This design comes from an exercise in tuning for a short achievable clock period and few clock cycles per item on the open sky130 flow, not from production work. Only simulation tests tie the RTL to the original design; equivalence was not proved.

==> flow/design.v (excerpt) <==
module accumulating_pid_controller (
  input  logic                 clk,
  input  logic                 rst_n,
  input  logic                 in_valid,
  output logic                 in_ready,
  input  logic [89:0]          in_data,
  output logic                 out_valid,
  input  logic                 out_ready,
  output logic [64:0]          out_data,
  input  logic                 cfg_valid,
  output logic                 cfg_ready,
  input  logic [CFG_IDX_W-1:0] cfg_index,
  input  logic [DATA_W-1:0]    cfg_data
);
Size: roughly 48000 cells after synthesis, about 8000 flip-flops, roughly 200 I/O pins.
export LEC_CHECK = 0
export CAP_MARGIN = 20
export CORE_MARGIN = 2
export CORE_UTILIZATION = 55
export CTS_CLUSTER_DIAMETER = 100
export CTS_CLUSTER_SIZE = 22
export SLEW_MARGIN = 20
create_clock -name core_clock -period 13.0 [get_ports {clk}]
standard.sh (not shown) runs the stock make flow with config.mk's settings and CLKGATE_MAP_FILE= SYNTH_SCRIPT=/design/flow/synth_recipe.tcl, a recipe that flattens the netlist after the stock synthesis.
==> flow/flow/run.sh <==
#!/bin/bash
set -euo pipefail
bash standard.sh SETUP_SLACK_MARGIN=9 finish > standard_make.log 2>&1
The baseline ran to the end with no violations.
Testbench counts at the start, summed over its fixed seeds: cycles 2,576, items 2,400.
Change:
--- a/flow/design.v
+++ b/flow/design.v
@@ -110,22 +110,20 @@
   always_ff @(posedge clk) p0_4 <= l3_c4;
   wire [63:0] l6_s0 = p0_0 ^ p0_1 ^ p0_2;
   wire [63:0] l6_c0 = ((p0_0 & p0_1) | (p0_0 & p0_2) | (p0_1 & p0_2)) << 1;
   wire [63:0] l7_s0 = l6_s0 ^ l6_c0 ^ p0_3;
   wire [63:0] l7_c0 = ((l6_s0 & l6_c0) | (l6_s0 & p0_3) | (l6_c0 & p0_3)) << 1;
   wire [63:0] l8_s0 = l7_s0 ^ l7_c0 ^ p0_4;
   wire [63:0] l8_c0 = ((l7_s0 & l7_c0) | (l7_s0 & p0_4) | (l7_c0 & p0_4)) << 1;
-  wire [32:0] sl = {1'b0, l8_s0[31:0]} + {1'b0, l8_c0[31:0]};
-  logic [31:0] ha, hb;
+  wire [16:0] sl = {1'b0, l8_s0[15:0]} + {1'b0, l8_c0[15:0]};
+  logic [47:0] ha, hb;
   logic hc;
-  logic [15:0] ylo;
-  always_ff @(posedge clk) ylo <= sl[31:16];
-  always_ff @(posedge clk) begin ha <= l8_s0[63:32]; hb <= l8_c0[63:32]; hc <= sl[32]; end
-  wire [31:0] sh = ha + hb + {31'd0, hc};
-  always_ff @(posedge clk) y <= {sh[31:0], ylo};
+  always_ff @(posedge clk) begin ha <= l8_s0[63:16]; hb <= l8_c0[63:16]; hc <= sl[16]; end
+  wire [47:0] sh = ha + hb + {47'd0, hc};
+  always_ff @(posedge clk) y <= sh[47:0];
 endmodule
 module apid_mul_x (
   input  logic clk,
   input  logic [31:0] a,
   input  logic [23:0] b,
   output logic [55:0] y
 );
@@ -401,22 +399,22 @@
   wire [83:0] l6_c0 = ((p0_0 & p0_1) | (p0_0 & p0_2) | (p0_1 & p0_2)) << 1;
   wire [83:0] l6_s1 = p0_3 ^ p0_4 ^ p0_5;
   wire [83:0] l6_c1 = ((p0_3 & p0_4) | (p0_3 & p0_5) | (p0_4 & p0_5)) << 1;
   wire [83:0] l7_s0 = l6_s0 ^ l6_c0 ^ l6_s1;
   wire [83:0] l7_c0 = ((l6_s0 & l6_c0) | (l6_s0 & l6_s1) | (l6_c0 & l6_s1)) << 1;
   wire [83:0] l8_s0 = l7_s0 ^ l7_c0 ^ l6_c1;
   wire [83:0] l8_c0 = ((l7_s0 & l7_c0) | (l7_s0 & l6_c1) | (l7_c0 & l6_c1)) << 1;
-  wire [44:0] sl = {1'b0, l8_s0[43:0]} + {1'b0, l8_c0[43:0]};
-  logic [39:0] ha, hb;
+  wire [32:0] sl = {1'b0, l8_s0[31:0]} + {1'b0, l8_c0[31:0]};
+  logic [51:0] ha, hb;
   logic hc;
-  logic [27:0] ylo;
-  always_ff @(posedge clk) ylo <= sl[43:16];
-  always_ff @(posedge clk) begin ha <= l8_s0[83:44]; hb <= l8_c0[83:44]; hc <= sl[44]; end
-  wire [39:0] sh = ha + hb + {39'd0, hc};
-  always_ff @(posedge clk) y <= {sh[39:0], ylo};
+  logic [15:0] ylo;
+  always_ff @(posedge clk) ylo <= sl[31:16];
+  always_ff @(posedge clk) begin ha <= l8_s0[83:32]; hb <= l8_c0[83:32]; hc <= sl[32]; end
+  wire [51:0] sh = ha + hb + {51'd0, hc};
+  always_ff @(posedge clk) y <= {sh[51:0], ylo};
 endmodule
 module apid_mul_kd (
   input  logic clk,
   input  logic [31:0] a,
   output logic [51:0] y
 );
   wire [51:0] r0_0 = (52'(a) << 6);
@@ -772,23 +770,23 @@
       wsel <= {wsel[DEPTH-2:0], wsel[DEPTH-1]};
     end
   end
   logic          load, avail, load_o, nxt;
   logic [PW-1:0] rptr_m1;            
   logic [64:0]   head, shown;
   assign load   = ~out_v | out_ready;
-  assign load_o = ~out_vo | out_ready;
+  assign load_o = ~out_v | out_ready;    
   assign avail  = (rptr != wptr);
   assign nxt    = avail | wr;        
   assign head   = avail ? mem[rptr] : wdata;
   assign shown  = mem[rptr_m1];
   always_ff @(posedge clk) begin
     if (!rst_n || rst_q) out_v <= 1'b0;
     else if (load) out_v <= nxt;
-    out_vo <= rst_n & ~rst_q & ((load_o & nxt) | (~load_o & out_vo));
+    out_vo <= rst_n & ~rst_q & ((load_o & nxt) | (~load_o & out_v));
     out_d  <= ({65{load_o}} & head) | ({65{~load_o}} & shown);
     if (rst_q) begin
       rptr    <= '0;
       rptr_m1 <= '1;
     end else if (load && nxt) begin
       rptr    <= rptr + 1'b1;
       rptr_m1 <= rptr;
What happened:
- die area came out higher by about 0.4%
- final area came out lower by about 0.4%
- utilization came out lower by 0.56 points
- area after synthesis came out higher by 0.39%
- wire length came out lower by 6.6%
- via count came out lower by about 1.2%
- setup slack barely changes
- maximum frequency hardly moves
- register-to-register slack is better by 0.19 ns
- synthesized cell count came out higher by about 0.54%
- sequential cell count came out higher by 44
- critical path depth stays the same
Testbench counts after the change, summed over its fixed seeds: cycles 2,576, items 2,400.

what the ideal ports hide:
The results above use ideal ports. As a check the final layouts listed here were re-extracted and re-timed, cells and wires unchanged. Step 1: set_driving_cell puts a clkbuf_16 on clk and a buf_2 on each other input, an assumption about the parent block. Step 2 also shifts input and output timing later by t, the mid clock arrival at the registers, as if the neighbouring blocks saw the same clock. a / b / c = ideal ports / drivers / drivers and shift; a / b = the first two.
run | t (ns) | setup slack, ns | worst setup path at the end | latest minus earliest clock arrival (ns) | worst register clock-pin slew, ns
the first run | 1.272 | 8.663 / 8.498 / 8.159 | input to register | 0.182 / 0.183 | 0.10 / 0.10
the second run | 1.276 | 8.660 / 8.505 / 7.963 | input to register | 0.167 / 0.167 | 0.10 / 0.10
After both steps every run listed still meets setup and hold. For the second run, which loses most, drivers alone change the setup slack by -0.155 ns; drivers and shift together by -0.697 ns.
